This is an optimization exercise on Yosys and OpenROAD, whose aim is a short achievable clock period and few clock cycles, not a production implementation. In this exercise RTL edits were held to simulation tests only and were not proved equivalent to the original. Power and IR drop assume default switching activity.

$ cat config.mk
export PLATFORM = sky130hd
export DESIGN_NAME = riscv_core
export DESIGN_NICKNAME = riscv_core
export VERILOG_FILES = /design/flow/design.v
export SDC_FILE = /design/flow/constraint.sdc
export NUM_CORES = 4
export LEC_CHECK = 0
export ABC_CLOCK_PERIOD_IN_PS = 2500
export CAP_MARGIN = 20
export CORE_MARGIN = 2
export CORE_UTILIZATION = 30
export SETUP_SLACK_MARGIN = 2.0
export SLEW_MARGIN = 20
export SYNTH_HIERARCHICAL = 1
$ cat constraint.sdc
create_clock -name core_clock -period 6.2 [get_ports {clk}]
set_input_delay 1.2400 -clock core_clock [delete_from_list [all_inputs] [get_ports {clk}]]
set_output_delay 1.2400 -clock core_clock [all_outputs]
set_load 0.01 [all_outputs]
$ cat design.v
`default_nettype none
package riscv_pkg;
	typedef enum logic [6:0] {
		OP_LW  = 7'b0000011,
		OP_SW  = 7'b0100011,
		OP_R   = 7'b0110011,
		OP_I   = 7'b0010011,
		OP_BEQ = 7'b1100011,
		OP_JAL = 7'b1101111
	} opcode_t;
	typedef enum logic [2:0] {
		ALU_ADD = 3'd0,
		ALU_SUB = 3'd1,
		ALU_AND = 3'd2,
		ALU_OR  = 3'd3,
		ALU_SLT = 3'd4
	} alu_op_t;
	typedef enum logic [1:0] {
		IMM_I = 2'd0,
		IMM_S = 2'd1,
		IMM_B = 2'd2,
		IMM_J = 2'd3
	} imm_src_t;
	typedef enum logic [1:0] {
		RES_ALU = 2'd0,  
		RES_MEM = 2'd1,  
		RES_PC4 = 2'd2   
	} result_src_t;
	typedef enum logic [1:0] {
		FWD_RF  = 2'd0,
		FWD_WB  = 2'd1,
		FWD_MEM = 2'd2
	} fwd_sel_t;
endpackage
`default_nettype wire
`timescale 1ns/1ps
`default_nettype none
module ks_adder32 (
	input  logic [31:0] a,
	input  logic [31:0] b,
	input  logic        cin,
	output logic [31:0] s
);
	logic [31:0] p, g;
	logic [31:0] gg [0:5];
	logic [31:0] pp [0:5];
	assign p = a ^ b;
	assign g = a & b;
	assign gg[0] = {g[31:1], g[0] | (p[0] & cin)};
	assign pp[0] = p;
	for (genvar l = 0; l < 5; l++) begin : g_lvl
		for (genvar i = 0; i < 32; i++) begin : g_bit
			if (i >= (1 << l)) begin : g_op
				assign gg[l + 1][i] = gg[l][i] | (pp[l][i] & gg[l][i - (1 << l)]);
				assign pp[l + 1][i] = pp[l][i] & pp[l][i - (1 << l)];
			end else begin : g_pass
				assign gg[l + 1][i] = gg[l][i];
				assign pp[l + 1][i] = pp[l][i];
			end
		end
	end
	assign s = p ^ {gg[5][30:0], cin};
endmodule
`default_nettype wire
`default_nettype none
module ks_adder8 (
	input  logic [7:0] a,
	input  logic [7:0] b,
	output logic [7:0] s
);
	logic [7:0] p, g;
	logic [7:0] gg [0:3];
	logic [7:0] pp [0:3];
	assign p = a ^ b;
	assign g = a & b;
	assign gg[0] = g;
	assign pp[0] = p;
	for (genvar l = 0; l < 3; l++) begin : g_lvl
		for (genvar i = 0; i < 8; i++) begin : g_bit
			if (i >= (1 << l)) begin : g_op
				assign gg[l + 1][i] = gg[l][i] | (pp[l][i] & gg[l][i - (1 << l)]);
				assign pp[l + 1][i] = pp[l][i] & pp[l][i - (1 << l)];
			end else begin : g_pass
				assign gg[l + 1][i] = gg[l][i];
				assign pp[l + 1][i] = pp[l][i];
			end
		end
	end
	assign s = p ^ {gg[3][6:0], 1'b0};
endmodule
`default_nettype wire
`timescale 1ns/1ps
`default_nettype none
module riscv_core (
	input  logic                               clk,
	input  logic                               rst,
	input  logic                               imem_we,
	input  logic [$clog2(64)-1:0]  imem_addr,
	input  logic [32-1:0]                imem_wdata,
	output logic                               wb_valid,
	output logic [5-1:0]              wb_rd,
	output logic [32-1:0]                wb_data,
	output logic                               st_valid,
	output logic [32-1:0]                st_addr,
	output logic [32-1:0]                st_data
);
	localparam logic [6:0] OP_LW  = 7'b0000011;
	localparam logic [6:0] OP_SW  = 7'b0100011;
	localparam logic [6:0] OP_R   = 7'b0110011;
	localparam logic [6:0] OP_I   = 7'b0010011;
	localparam logic [6:0] OP_BEQ = 7'b1100011;
	localparam logic [6:0] OP_JAL = 7'b1101111;
	function automatic logic is_x(input logic [31:0] w);
		is_x = w[6:0] == OP_R || w[6:0] == OP_I || w[6:0] == OP_LW || w[6:0] == OP_JAL;
	endfunction
	function automatic logic [31:0] add32(input logic [31:0] a, input logic [31:0] b,
		input logic cin);
		logic [31:0] p, g, gg, pp, gn, pn;
		p  = a ^ b;
		g  = a & b;
		gg = g;
		pp = p;
		gg[0] = g[0] | (p[0] & cin);
		for (int l = 0; l < 5; l++) begin
			gn = gg;
			pn = pp;
			for (int i = (1 << l); i < 32; i++) begin
				gn[i] = gg[i] | (pp[i] & gg[i - (1 << l)]);
				pn[i] = pp[i] & pp[i - (1 << l)];
			end
			gg = gn;
			pp = pn;
		end
		add32 = p ^ {gg[30:0], cin};
	endfunction
	function automatic logic [7:0] add8(input logic [7:0] a, input logic [7:0] b);
		logic [7:0] p, g, gg, pp, gn, pn;
		p  = a ^ b;
		g  = a & b;
		gg = g;
		pp = p;
		for (int l = 0; l < 3; l++) begin
			gn = gg;
			pn = pp;
			for (int i = (1 << l); i < 8; i++) begin
				gn[i] = gg[i] | (pp[i] & gg[i - (1 << l)]);
				pn[i] = pp[i] & pp[i - (1 << l)];
			end
			gg = gn;
			pp = pn;
		end
		add8 = p ^ {gg[6:0], 1'b0};
	endfunction
	function automatic logic [5:0] pred_next(input logic [31:0] w, input logic [5:0] idx);
		logic [7:0] s;
		if (w[6:0] == OP_JAL)
			s = add8({2'b00, idx}, {2'b00, w[27:22]});
		else if (w[6:0] == OP_BEQ && w[19:15] == w[24:20])
			s = add8({2'b00, idx}, {2'b00, w[27:25], w[11:9]});
		else
			s = add8({2'b00, idx}, 8'd1);
		pred_next = s[5:0];
	endfunction
	logic [31:0] imem  [0:63];
	logic [5:0]  inext [0:63];     
	logic [5:0]  gnext [0:63];     
	logic        pairb [0:63];     
	logic [63:0] cls_x, cls_a, cls_y, cls_s, cls_b, cls_c;
	logic        we_r;
	logic [5:0]  wa_r;             
	logic [63:0] woh_r;            
	logic [31:0] wd_r;
	logic [5:0]  wn_w;             
	logic        wk_x, wk_a, wk_y, wk_s, wk_b, wk_c;  
	always_ff @(posedge clk) begin
		we_r <= rst && imem_we;
		wa_r <= imem_addr;
		wd_r <= imem_wdata;
		wn_w <= pred_next(imem_wdata, imem_addr);
		wk_x <= is_x(imem_wdata);
		wk_a <= imem_wdata[6:0] == OP_R || imem_wdata[6:0] == OP_I || imem_wdata[6:0] == OP_LW;
		wk_y <= imem_wdata[6:0] == OP_R || imem_wdata[6:0] == OP_I || imem_wdata[6:0] == OP_JAL;
		wk_s <= imem_wdata[6:0] == OP_SW;
		wk_b <= imem_wdata[6:0] == OP_BEQ;
		wk_c <= imem_wdata[6:0] == OP_BEQ && imem_wdata[19:15] != imem_wdata[24:20];
		for (int i = 0; i < 64; i++) woh_r[i] <= imem_addr == 6'(i);
	end
	logic [4:0]  wrd_m, wrs1_p, wrs2_p;
	logic [5:0]  wn_m, wn_p;
	logic        wa_m_, ws_m_, ws_p_, wb_p_, wy_p_;
	logic        wp_m, wp_w;
	always_comb begin
		wrd_m  = '0;
		wrs1_p = '0;
		wrs2_p = '0;
		wn_m   = '0;
		wn_p   = '0;
		for (int i = 0; i < 64; i++) begin
			wrd_m  = wrd_m  | ({5{woh_r[i]}} & imem[(i + 63) % 64][11:7]);
			wrs1_p = wrs1_p | ({5{woh_r[i]}} & imem[(i + 1) % 64][19:15]);
			wrs2_p = wrs2_p | ({5{woh_r[i]}} & imem[(i + 1) % 64][24:20]);
			wn_m   = wn_m   | ({6{woh_r[i]}} & inext[(i + 63) % 64]);
			wn_p   = wn_p   | ({6{woh_r[i]}} & inext[(i + 1) % 64]);
		end
	end
	assign wa_m_ = |(woh_r & {cls_a[62:0], cls_a[63]});
	assign ws_m_ = |(woh_r & {cls_s[62:0], cls_s[63]});
	assign ws_p_ = |(woh_r & {cls_s[0], cls_s[63:1]});
	assign wb_p_ = |(woh_r & {cls_b[0], cls_b[63:1]});
	assign wy_p_ = |(woh_r & {cls_y[0], cls_y[63:1]});
	assign wp_m = (wa_m_ && wk_s && !(wrd_m != 5'd0 &&
			(wd_r[19:15] == wrd_m || wd_r[24:20] == wrd_m))) ||
		(wa_m_ && wk_b) || (ws_m_ && wk_y) || (ws_m_ && wk_b);
	assign wp_w = (wk_a && ws_p_ && !(wd_r[11:7] != 5'd0 &&
			(wrs1_p == wd_r[11:7] || wrs2_p == wd_r[11:7]))) ||
		(wk_a && wb_p_) || (wk_s && wy_p_) || (wk_s && wb_p_);
	always_ff @(posedge clk) begin
		for (int i = 0; i < 64; i++) begin
			if (we_r && woh_r[i]) begin
				imem[i]  <= wd_r;
				cls_x[i] <= wk_x;
				cls_a[i] <= wk_a;
				cls_y[i] <= wk_y;
				cls_s[i] <= wk_s;
				cls_b[i] <= wk_b;
				cls_c[i] <= wk_c;
				inext[i] <= wn_w;
				pairb[i] <= wp_w;
				gnext[i] <= wp_w ? wn_p : wn_w;
			end else if (we_r && woh_r[(i + 1) % 64]) begin
				pairb[i] <= wp_m;
				gnext[i] <= wp_m ? wn_w : wn_m;
			end
		end
	end
	logic [31:0] imem_p [0:63];
	for (genvar i = 0; i < 64; i++) begin : g_rot
		assign imem_p[i] = imem[(i + 1) % 64];
	end
	logic        wr0, wr0_r;
	logic [31:0] z0;
	logic [5:0]  zn0;
	assign wr0   = imem_we && imem_addr == 6'd0;
	assign wr0_r = we_r && woh_r[0];
	assign z0    = wr0 ? imem_wdata : wr0_r ? wd_r : imem[0];
	assign zn0   = wr0 ? pred_next(imem_wdata, 6'd0) : wr0_r ? wn_w : inext[0];
	logic [5:0]  pc;                   
	logic [31:0] irx, irs, irb;
	logic        vx_d, vs_d, vb_d;
	logic [5:0]  pc_d;                 
	logic        xsec_d, bsec_d;       
	logic        vx_e, vs_e, vb_e;
	logic        wrnz_e, ld_e;
	logic        sel_sum_e, sel_sub_e, sel_and_e, sel_or_e, sel_slt_e;
	logic [4:0]  rd_e;
	logic [31:0] a_e, b_e;             
	logic [5:0]  ea_e;                 
	logic [31:0] sa_e, sd_e, si_e;     
	logic [31:0] bx_e, by_e;           
	logic        bdx_e, bdy_e;         
	logic [5:0]  tgt_e;
	logic        vb_w, wrnz_w;
	logic [31:0] cx_w, cy_w;
	logic [5:0]  tgt_w;
	logic        redirect, stall;
	logic [63:0] pc_oh;
	logic [31:0] w0, w1, wx, ws, wb;
	logic [5:0]  gn, npc;
	logic        pair;
	logic        gx_v, gs_v, gb_v, gx_0, gs_0, gb_0;
	always_comb begin
		w0   = '0;
		w1   = '0;
		gn   = '0;
		pair = 1'b0;
		for (int i = 0; i < 64; i++) begin
			w0   = w0 | ({32{pc_oh[i]}} & imem[i]);
			w1   = w1 | ({32{pc_oh[i]}} & imem_p[i]);
			gn   = gn | ({6{pc_oh[i]}} & gnext[i]);
			pair = pair | (pc_oh[i] & pairb[i]);
		end
	end
	logic gx_1, gs_1, gc_0, gc_1;
	assign gx_0 = |(pc_oh & cls_x);
	assign gs_0 = |(pc_oh & cls_s);
	assign gb_0 = |(pc_oh & cls_b);
	assign gc_0 = |(pc_oh & cls_c);
	assign gx_1 = |(pc_oh & {cls_x[0], cls_x[63:1]});
	assign gs_1 = |(pc_oh & {cls_s[0], cls_s[63:1]});
	assign gc_1 = |(pc_oh & {cls_c[0], cls_c[63:1]});
	assign gx_v = gx_0 || (pair && gx_1);
	assign gs_v = gs_0 || (pair && gs_1);
	assign gb_v = gc_0 || (pair && gc_1);
	logic zx, zs, zb;
	assign zx = is_x(z0);
	assign zs = z0[6:0] == OP_SW;
	assign zb = z0[6:0] == OP_BEQ && z0[19:15] != z0[24:20];
	function automatic logic [31:0] dec5(input logic [4:0] r);
		for (int i = 0; i < 32; i++) dec5[i] = r == 5'(i);
	endfunction
	assign wx = rst ? z0 : gx_0 ? w0 : w1;
	assign ws = rst ? z0 : gs_0 ? w0 : w1;
	assign wb = rst ? z0 : gb_0 ? w0 : w1;
	logic [31:0] d01, d02, d11, d12, dz1, dz2;
	assign d01 = dec5(w0[19:15]);
	assign d02 = dec5(w0[24:20]);
	assign d11 = dec5(w1[19:15]);
	assign d12 = dec5(w1[24:20]);
	assign dz1 = dec5(z0[19:15]);
	assign dz2 = dec5(z0[24:20]);
	function automatic logic [31:0] pick(input logic r, input logic s0,
		input logic [31:0] z, input logic [31:0] u, input logic [31:0] v);
		pick = ({32{r}} & z) | ({32{!r && s0}} & u) | ({32{!r && !s0}} & v);
	endfunction
	assign npc = rst ? zn0 : redirect ? tgt_w : gn;
	logic [31:0] ox1, ox2, os1, os2, ob1, ob2;
	logic fhold;
	assign fhold = we_r && |(woh_r & (pc_oh | {pc_oh[62:0], pc_oh[63]}));
	always_ff @(posedge clk) begin
		if (rst || redirect || (!stall && !fhold)) begin
			pc <= npc;
			for (int i = 0; i < 64; i++) pc_oh[i] <= npc == 6'(i);
		end
		if (rst) begin
			pc_d   <= 6'd0;
			xsec_d <= 1'b0;
			bsec_d <= 1'b0;
			vx_d  <= zx;
			vs_d  <= zs;
			vb_d  <= zb;
		end else if (redirect) begin
			vx_d  <= 1'b0;
			vs_d  <= 1'b0;
			vb_d  <= 1'b0;
		end else if (fhold && !stall) begin
			vx_d  <= 1'b0;
			vs_d  <= 1'b0;
			vb_d  <= 1'b0;
		end else if (!stall) begin
			pc_d   <= pc;
			xsec_d <= !gx_0;
			bsec_d <= !gb_0;
			vx_d  <= gx_v;
			vs_d  <= gs_v;
			vb_d  <= gb_v;
		end
		if (rst || (!stall && !fhold)) begin
			irx <= wx;
			irs <= ws;
			irb <= wb;
			ox1 <= pick(rst, gx_0, dz1, d01, d11);
			ox2 <= pick(rst, gx_0, dz2, d02, d12);
			os1 <= pick(rst, gs_0, dz1, d01, d11);
			os2 <= pick(rst, gs_0, dz2, d02, d12);
			ob1 <= pick(rst, gb_0, dz1, d01, d11);
			ob2 <= pick(rst, gb_0, dz2, d02, d12);
		end
	end
	logic [31:0] rf [1:31];
	always_ff @(posedge clk) begin
		if (wrnz_w) begin
			rf[wb_rd] <= wb_data;
		end
	end
	logic [31:0] rx1, rx2, rs1v, rs2v, rb1, rb2;
	always_comb begin
		rx1  = '0;
		rx2  = '0;
		rs1v = '0;
		rs2v = '0;
		rb1  = '0;
		rb2  = '0;
		for (int i = 1; i < 32; i++) begin
			rx1  = rx1  | ({32{ox1[i]}} & rf[i]);
			rx2  = rx2  | ({32{ox2[i]}} & rf[i]);
			rs1v = rs1v | ({32{os1[i]}} & rf[i]);
			rs2v = rs2v | ({32{os2[i]}} & rf[i]);
			rb1  = rb1  | ({32{ob1[i]}} & rf[i]);
			rb2  = rb2  | ({32{ob2[i]}} & rf[i]);
		end
	end
	logic fwd_ok_e;
	assign fwd_ok_e = vx_e && wrnz_e;
	logic [6:0]  op;
	logic [2:0]  f3;
	logic [4:0]  rs1, rs2, rd;
	logic        is_r, is_ld, is_jal;
	logic [31:0] imm, link, ra, rb;
	logic [7:0]  ea_d;
	logic        fa, fb;
	assign op  = irx[6:0];
	assign f3  = irx[14:12];
	assign rs1 = irx[19:15];
	assign rs2 = irx[24:20];
	assign rd  = irx[11:7];
	assign is_r   = op == OP_R;
	assign is_ld  = op == OP_LW;
	assign is_jal = op == OP_JAL;
	assign imm  = is_jal ? '0 : {{20{irx[31]}}, irx[31:20]};
	assign link = {23'd0, {1'b0, pc_d} + {6'd0, xsec_d} + 7'd1, 2'b00};
	assign fa = fwd_ok_e && rd_e == rs1 && !is_jal;
	assign fb = fwd_ok_e && rd_e == rs2 && is_r;
	assign ra = is_jal ? link : (wrnz_w && wb_rd == rs1) ? wb_data : rx1;
	assign rb = !is_r ? imm : (wrnz_w && wb_rd == rs2) ? wb_data : rx2;
	ks_adder8 i_ea (.a(rx1[7:0]), .b(imm[7:0]), .s(ea_d));
	assign stall = vx_d && is_ld && ((fwd_ok_e && rd_e == rs1) || (wrnz_w && wb_rd == rs1));
	logic [4:0]  srs1, srs2;
	logic [31:0] sra, srb;
	assign srs1 = irs[19:15];
	assign srs2 = irs[24:20];
	assign sra  = (wrnz_w && wb_rd == srs1) ? wb_data : rs1v;
	assign srb  = (wrnz_w && wb_rd == srs2) ? wb_data : rs2v;
	logic [4:0]  brs1, brs2;
	logic [31:0] bra, brb;
	assign brs1 = irb[19:15];
	assign brs2 = irb[24:20];
	assign bra  = (wrnz_w && wb_rd == brs1) ? wb_data : rb1;
	assign brb  = (wrnz_w && wb_rd == brs2) ? wb_data : rb2;
	always_ff @(posedge clk) begin
		vx_e <= !rst && vx_d && !redirect && !stall;
		vs_e <= !rst && vs_d && !redirect && !stall;
		vb_e <= !rst && vb_d && !redirect && !stall;
	end
	always_ff @(posedge clk) begin
		wrnz_e    <= rd != 5'd0;
		ld_e      <= is_ld;
		rd_e      <= rd;
		sel_sub_e <= is_r && f3 == 3'b000 && irx[30];
		sel_slt_e <= is_r && f3 == 3'b010;
		sel_or_e  <= is_r && f3 == 3'b110;
		sel_and_e <= is_r && f3 == 3'b111;
		sel_sum_e <= !is_ld && !(is_r && (f3 == 3'b010 || f3 == 3'b110 || f3 == 3'b111 ||
			(f3 == 3'b000 && irx[30])));
		a_e       <= fwd(fa, ra);
		b_e       <= fwd(fb, rb);
		ea_e      <= ea_d[7:2];
		sa_e      <= fwd(fwd_ok_e && rd_e == srs1, sra);
		sd_e      <= fwd(fwd_ok_e && rd_e == srs2, srb);
		si_e      <= {{20{irs[31]}}, irs[31:25], irs[11:7]};
		bx_e      <= fwd(fwd_ok_e && rd_e == brs1, bra);
		by_e      <= fwd(fwd_ok_e && rd_e == brs2, brb);
		bdx_e     <= vx_d && rd != 5'd0 && rd == brs1;
		bdy_e     <= vx_d && rd != 5'd0 && rd == brs2;
		tgt_e     <= pc_d + {5'd0, bsec_d} + {irb[27:25], irb[11:9]};
	end
	logic [31:0] sum, diff, ld_v;
	logic [7:0]  sea;
	logic        slt;
	ks_adder32 i_sum  (.a(a_e), .b(b_e),  .cin(1'b0), .s(sum));
	ks_adder32 i_diff (.a(a_e), .b(~b_e), .cin(1'b1), .s(diff));
	assign slt  = (a_e[31] ^ b_e[31]) ? a_e[31] : diff[31];
	logic [31:0] dmem [0:63];
	always_comb begin
		ld_v = '0;
		for (int i = 0; i < 64; i++) ld_v = ld_v | ({32{ea_e == 6'(i)}} & dmem[i]);
	end
	logic [31:0] alu_e, res_e;
	assign alu_e = ({32{sel_sum_e}} & sum)
		| ({32{sel_sub_e}} & diff)
		| ({32{sel_and_e}} & (a_e & b_e))
		| ({32{sel_or_e}}  & (a_e | b_e))
		| {31'd0, sel_slt_e & slt};
	assign res_e = ld_e ? ld_v : alu_e;
	function automatic logic [31:0] fwd(input logic f, input logic [31:0] v);
		fwd = f ? res_e : v;
	endfunction
	assign sea = sa_e[7:0] + si_e[7:0];
	always_ff @(posedge clk) begin
		if (vs_e && !redirect) begin
			dmem[sea[7:2]] <= sd_e;
		end
	end
	assign redirect = vb_w && cx_w == cy_w;
	always_ff @(posedge clk) begin
		if (rst) begin
			wb_valid <= 1'b0;
			wrnz_w   <= 1'b0;
			st_valid <= 1'b0;
			vb_w     <= 1'b0;
		end else begin
			wb_valid <= vx_e && !redirect;
			wrnz_w   <= vx_e && wrnz_e && !redirect;
			st_valid <= vs_e && !redirect;
			vb_w     <= vb_e && !redirect;
		end
	end
	always_ff @(posedge clk) begin
		wb_rd   <= rd_e;
		wb_data <= fwd(1'b1, '0);
		st_addr <= add32(sa_e, si_e, 1'b0);
		st_data <= sd_e;
		cx_w    <= fwd(bdx_e, bx_e);
		cy_w    <= fwd(bdy_e, by_e);
		tgt_w   <= tgt_e;
	end
endmodule
`default_nettype wire
$ cat run.sh
#!/bin/bash
# synth_recipe.tcl (not shown) runs the flow's synth.tcl, then flattens the netlist and writes it again
# the make line also repeats each setting of config.mk as NAME=value (left out here)
make -C /OpenROAD-flow-scripts/flow DESIGN_CONFIG=/design/flow/config.mk WORK_HOME=/design/flow/orfs CLKGATE_MAP_FILE= SYNTH_SCRIPT=/design/flow/synth_recipe.tcl finish
==> impl_metrics.ini <==
[status]
outcome = did not finish
stop_stage = 5_1_grt
error_line = [ERROR GRT-0232] Routing congestion too high. Check the congestion heatmap in the GUI.

[global_route]
grt_usage = 0.424
grt_max_degree = 85
grt_overflow = 1

[floorplanning]
initial_core_util = 0.301
die_y_mm = 1.04
ios = 144
num_rows = 379
die_x_mm = 1.04

[clocking]
hold_buffers = 0
max-clock-path-buffers = 5
cts-buffers-inserted = 760
cts.sinks = 7158
ctsHtreeMaxLevel = 6
root_buffer = clkbuf_16

[placement]
dpl.cell_count = 37300
place_congestion = 1.09
portBuffers = 143
place_hpwl_mm = 1380

[synth]
syn_area_per_cell_um2 = 13.6
synth_fp_nets = 23600
ys_warn_count = 18
syn_area_um2 = 320000
synth_cells = 23500
[worst max path at each step]
stage | from | to | slack (ps) | cells past startpoint
detailed placement | imem_addr[1] | vb_d | 140 | 12
global placement | imem_addr[1] | vb_d | 120 | 12
CTS | imem_we | vb_d | 1480 | 9
floorplan | woh_r[9] | irb[10] | 2050 | 10
[power groups by stage]
stage | Clock (mW) | Sequential [mW] | Combinational, mW
after CTS | 47.3 | 61.1 | 69.4
after detailed placement | 0 | 62.2 | 67.5
after global placement | 0 | 62.3 | 67.2
after floorplan | 0 | 62.1 | 30.5
[timing repair]
item,in CTS
setup buffers,312
gates cloned,6
pin swaps,70
gates resized for setup,224
setup endpoints to repair,3161
endpoints found under the hold margin,0
[routing by layer]
metal	global-route usage	overflow
met1	0.471	0
met3	0.286	0
met2	0.540	1
met5	0.0669	0
met4	0.361	0
[stage by stage]
stage	power (mW)	instance area [µm²]	hold slack (ps)	setup WS, ps
after floorplan	92.6	320000	310	2050
after global placement	130	347000	313	119
after detailed placement	130	348000	317	142
after CTS	178	377000	298	1480
Testbench counts, summed over its fixed seeds: cycles 62,832.
